This is an optimization exercise on Yosys and OpenROAD, whose aim is small area, a short achievable clock period and few clock cycles, not a production implementation.
Only simulation tests tie the RTL to the original design; equivalence was not proved.

==> run a <==
// seq_calculator
module seq_calculator #(
  parameter int NB = 48
) (
  input  logic          clk,
  input  logic          rst,
  input  logic          start,
  input  logic [2:0]    operand,
  input  logic [NB-1:0] a,
  input  logic [NB-1:0] b,
  output logic          busy,
  output logic          done,
  output logic [NB-1:0] result,
  output logic          err_div0,
  output logic          err_op
);
Settings: LEC_CHECK=0, ABC_AREA=1, CAP_MARGIN=20, CORE_MARGIN=2, CORE_UTILIZATION=45, SETUP_SLACK_MARGIN=3, SLEW_MARGIN=20; clock period 12.0 ns.
run.sh (not shown) runs the stock make flow with config.mk's settings and CLKGATE_MAP_FILE= SYNTH_SCRIPT=/design/flow/synth_recipe.tcl, a recipe that flattens the netlist after the stock synthesis.
==> run b (differences from run a) <==
--- a/flow/design.v
+++ b/flow/design.v
@@ -62,19 +62,17 @@
   assign la        = maglen(a);
   assign lb        = maglen(b);
   assign q_zero    = la < lb;
   assign kdiff     = la - lb;
   assign kgrp      = GW'(kdiff / R);
   assign kshift    = LW'(kgrp * R + (R - 1));
   assign d_aligned = {{(R-1){1'b0}}, b_mag} << kshift;
-  logic          idle_sq;
-  assign idle_sq = (operand == OP_POW);
   logic [NB-1:0] mul_x, mul_y, mul_s, mul_c;
   assign mul_x = busy_reg ? sum : a;
-  assign mul_y = busy_reg ? (mstep_reg ? x_reg : sum) : (idle_sq ? a : b);
+  assign mul_y = busy_reg ? (mstep_reg ? x_reg : sum) : b;
   mul_lo u_mul (.x(mul_x), .y(mul_y), .s(mul_s), .c(mul_c));
   logic [NB-1:0] rem_s [R+1];
   logic [R-1:0]  qbits;
   always_comb begin
     rem_s[0] = x_reg;
     for (int j = 0; j < R; j++) begin
       logic [DW:0] t;
@@ -130,33 +128,25 @@
             done_reg <= 1'b0;
             busy_reg <= 1'b1;
           end
         end
         OP_POW: begin
           x_reg     <= a;
           d_reg     <= DW'(b);
+          idx_reg   <= lb - LW'(2);
+          mstep_reg <= 1'b0;
           pow_reg   <= 1'b1;
           if (b[NB-1]) begin
             oa_reg <= pow_neg_res;
           end else if (b[NB-1:1] == '0) begin
             oa_reg <= b[0] ? a : ONE;
           end else begin
-            oa_reg <= mul_s;
-            ob_reg <= mul_c;
-            if (b[lb - LW'(2)]) begin
-              idx_reg   <= lb - LW'(2);
-              mstep_reg <= 1'b1;
-              done_reg  <= 1'b0;
-              busy_reg  <= 1'b1;
-            end else if (lb != LW'(2)) begin
-              idx_reg   <= lb - LW'(3);
-              mstep_reg <= 1'b0;
-              done_reg  <= 1'b0;
-              busy_reg  <= 1'b1;
-            end
+            oa_reg   <= a;
+            done_reg <= 1'b0;
+            busy_reg <= 1'b1;
           end
         end
         default: begin
           eo_reg <= 1'b1;
         end
       endcase
     end else if (busy_reg) begin
Settings changed: CORE_UTILIZATION 45 to 60.
==> comparison table <==
item	run a	run b
Initial Utilization	45.3%	60.7%
Multi-input logic portion of the cell area	68.8%	71.7%
Site row count	128	109
Synthesized instance count	8076	7618
Die Y	354 microns	303 microns
DP Worst Slack	1.03 ns	1.73 ns
Routing usage on met2	71.2%	76.6%
FF-to-FF Start	oa_reg[0]	ob_reg[0]
Result of the run	no timing/DRC/antenna violations	no timing/DRC/antenna violations
Number of resized instances in the post-cts repair step	204	49
TAP cells	1625	1165
Clk Latency, worst-skew pair	0.63 ns	0.62 ns
Area fraction in compound gates after synthesis	22.4%	21.6%
Post-Syn Area	0.0553 sq mm	0.0538 sq mm
Initial drt markers	9628	12700
Simple-gate portion of the synthesized area	18.5%	17.6%
Non-Clock Buffer Area Fraction	8.39%	6.03%
Minimum setup slack among reg-to-reg paths	3.08 ns	2.92 ns
Testbench counts of run a, summed over its fixed seeds: cycles 11,604.
Testbench counts of run b, summed over its fixed seeds: cycles 12,191.


==> inputs of delta <==
seq_calculator, a different RTL version from the one above (not shown whole).
make LEC_CHECK=0 ABC_AREA=1 CAP_MARGIN=20 CORE_MARGIN=2 CORE_UTILIZATION=45 SETUP_SLACK_MARGIN=4 SLEW_MARGIN=20 finish   # period 12.0 ns
==> raven: changes against delta <==
--- a/flow/design.v
+++ b/flow/design.v
@@ -1939,33 +1939,33 @@
   wire tx546 = tx539 ^ tx540;
   wire tx547 = tx541 ^ tx542;
   wire tx548 = tx543 ^ tx544;
   wire tx549 = tx545 ^ tx546;
   wire tx550 = tx547 ^ tx548;
-  wire tx551 = tx549 ^ tx550;
+  wire tx551 = tx550 ^ tx549;
   wire tx552 = fc30 ^ fc31;
   wire tx553 = fc32 ^ fc33;
   wire tx554 = fc34 ^ hc35;
   wire tx555 = fc138 ^ fc139;
-  wire tx556 = tx552 ^ tx553;
-  wire tx557 = tx554 ^ tx555;
-  wire tx558 = tx556 ^ tx557;
-  wire tx559 = fc140 ^ fc141;
-  wire tx560 = fc142 ^ fc143;
-  wire tx561 = fc252 ^ tx558;
-  wire tx562 = tx559 ^ tx560;
-  wire tx563 = tx561 ^ tx562;
-  wire tx564 = fc253 ^ fc254;
-  wire tx565 = fc255 ^ tx563;
-  wire tx566 = tx564 ^ tx565;
-  wire tx567 = tx566 ^ fc358;
-  wire tx568 = fc359 ^ fc360;
-  wire tx569 = tx567 ^ tx568;
-  wire tx570 = tx569 ^ fc439;
-  wire tx571 = fc440 ^ tx570;
-  wire tx572 = tx571 ^ fc483;
-  wire tx573 = tx572 ^ fc528;
+  wire tx556 = fc140 ^ fc141;
+  wire tx557 = fc142 ^ fc143;
+  wire tx558 = fc252 ^ fc253;
+  wire tx559 = fc254 ^ fc255;
+  wire tx560 = fc358 ^ fc359;
+  wire tx561 = fc360 ^ fc439;
+  wire tx562 = fc440 ^ fc483;
+  wire tx563 = tx552 ^ tx553;
+  wire tx564 = tx554 ^ tx555;
+  wire tx565 = tx556 ^ tx557;
+  wire tx566 = tx558 ^ tx559;
+  wire tx567 = tx560 ^ tx561;
+  wire tx568 = tx562 ^ fc528;
+  wire tx569 = tx563 ^ tx564;
+  wire tx570 = tx565 ^ tx566;
+  wire tx571 = tx567 ^ tx568;
+  wire tx572 = tx569 ^ tx570;
+  wire tx573 = tx572 ^ tx571;
   assign s[0] = pp0_0;
   assign c[0] = bneg0;
   assign s[1] = pp0_1;
   assign c[1] = 1'b0;
   assign s[2] = bneg1;
--- a/flow/config.mk
+++ b/flow/config.mk
@@ -7,7 +7,7 @@
 export LEC_CHECK = 0
 export ABC_AREA = 1
 export CAP_MARGIN = 20
 export CORE_MARGIN = 2
 export CORE_UTILIZATION = 45
-export SETUP_SLACK_MARGIN = 4
+export SETUP_SLACK_MARGIN = 5
 export SLEW_MARGIN = 20
==> nickel: changes against delta <==
--- a/flow/design.v
+++ b/flow/design.v
@@ -1939,33 +1939,33 @@
   wire tx546 = tx539 ^ tx540;
   wire tx547 = tx541 ^ tx542;
   wire tx548 = tx543 ^ tx544;
   wire tx549 = tx545 ^ tx546;
   wire tx550 = tx547 ^ tx548;
-  wire tx551 = tx549 ^ tx550;
+  wire tx551 = tx550 ^ tx549;
   wire tx552 = fc30 ^ fc31;
   wire tx553 = fc32 ^ fc33;
   wire tx554 = fc34 ^ hc35;
   wire tx555 = fc138 ^ fc139;
-  wire tx556 = tx552 ^ tx553;
-  wire tx557 = tx554 ^ tx555;
-  wire tx558 = tx556 ^ tx557;
-  wire tx559 = fc140 ^ fc141;
-  wire tx560 = fc142 ^ fc143;
-  wire tx561 = fc252 ^ tx558;
-  wire tx562 = tx559 ^ tx560;
-  wire tx563 = tx561 ^ tx562;
-  wire tx564 = fc253 ^ fc254;
-  wire tx565 = fc255 ^ tx563;
-  wire tx566 = tx564 ^ tx565;
-  wire tx567 = tx566 ^ fc358;
-  wire tx568 = fc359 ^ fc360;
-  wire tx569 = tx567 ^ tx568;
-  wire tx570 = tx569 ^ fc439;
-  wire tx571 = fc440 ^ tx570;
-  wire tx572 = tx571 ^ fc483;
-  wire tx573 = tx572 ^ fc528;
+  wire tx556 = fc140 ^ fc141;
+  wire tx557 = fc142 ^ fc143;
+  wire tx558 = fc252 ^ fc253;
+  wire tx559 = fc254 ^ fc255;
+  wire tx560 = fc358 ^ fc359;
+  wire tx561 = fc360 ^ fc439;
+  wire tx562 = fc440 ^ fc483;
+  wire tx563 = tx552 ^ tx553;
+  wire tx564 = tx554 ^ tx555;
+  wire tx565 = tx556 ^ tx557;
+  wire tx566 = tx558 ^ tx559;
+  wire tx567 = tx560 ^ tx561;
+  wire tx568 = tx562 ^ fc528;
+  wire tx569 = tx563 ^ tx564;
+  wire tx570 = tx565 ^ tx566;
+  wire tx571 = tx567 ^ tx568;
+  wire tx572 = tx569 ^ tx570;
+  wire tx573 = tx572 ^ tx571;
   assign s[0] = pp0_0;
   assign c[0] = bneg0;
   assign s[1] = pp0_1;
   assign c[1] = 1'b0;
   assign s[2] = bneg1;
--- a/flow/config.mk
+++ b/flow/config.mk
@@ -7,7 +7,7 @@
 export LEC_CHECK = 0
 export ABC_AREA = 1
 export CAP_MARGIN = 20
 export CORE_MARGIN = 2
 export CORE_UTILIZATION = 45
-export SETUP_SLACK_MARGIN = 4
+export SETUP_SLACK_MARGIN = 3
 export SLEW_MARGIN = 20
==> flow_summary.yaml <==
outcome:
  status: "no timing/DRC/antenna violations"
setup_path:
  cp_num_buf_inv: 7
  critPathKind: "in -> reg"
  cp-startpoint: "a[21]"
layout:
  post-route-util_pct: 49.8
  multi_input_area_um2: 41800
route:
  firstDrtPassIters: 9
timing:
  holdWs_ps: 472
die:
  start_util_pct: 45.5
the above is filed under nickel

==> flow_summary.yaml <==
layout:
  post-route-util_pct: 53.9
timing:
  holdWs_ps: 465
setup_path:
  cp-startpoint: "b[24]"
  cp_num_buf_inv: 5
die:
  start_util_pct: 45.4
outcome:
  status: "no timing/DRC/antenna violations"
route:
  firstDrtPassIters: 7
the above is filed under delta

==> flow_summary.yaml <==
outcome:
  status: "no timing/DRC/antenna violations"
route:
  firstDrtPassIters: 13
timing:
  holdWs_ps: 471
setup_path:
  cp_num_buf_inv: 7
layout:
  post-route-util_pct: 60.5
die:
  start_util_pct: 45.5
the above is filed under raven

Testbench counts of delta, summed over its fixed seeds: cycles 12,191.
Testbench counts of raven, summed over its fixed seeds: cycles 12,191.
Testbench counts of nickel, summed over its fixed seeds: cycles 12,191.

## afterwards: timing with drivers on the ports
The results above use ideal ports. As a check the final layouts listed here were re-extracted and re-timed, cells and wires unchanged.
Step 1 sets driving cells, clkbuf_16 on the clock port and buf_2 on the other inputs (assumed; they add their load-dependent delay and slew).
Step 2 adds t to the input delays and takes it off the output delays; t is the mean of the earliest and latest rising clock arrival at the registers after step 1. Input paths then give back, and output paths get back, about the clock's delay inside the block.
Three values: ideal, step 1, step 2; two values: the first two.
run | shift t [ns] | slack for setup (ns) | worst hold slack (ns) | slew at the worst register clock pin (ns) | pins driven straight from the clock port
run a | 0.698 | 3.077 / 3.077 / 2.477 | 0.570 / 0.570 / 0.570 | 0.07 / 0.07 | 1
run b | 0.644 | 2.918 / 2.918 / 2.325 | 0.526 / 0.526 / 0.526 | 0.08 / 0.08 | 1
delta | 0.694 | 4.034 / 4.062 / 3.372 | 0.465 / 0.465 / 0.465 | 0.07 / 0.07 | 1
raven | 0.704 | 3.737 / 3.737 / 3.395 | 0.471 / 0.471 / 0.471 | 0.08 / 0.08 | 1
nickel | 0.684 | 3.115 / 3.151 / 2.467 | 0.472 / 0.472 / 0.472 | 0.07 / 0.07 | 1
After both steps every run listed still meets setup and hold. For delta, which loses most, drivers alone change the setup slack by +0.028 ns; drivers and shift together by -0.662 ns.
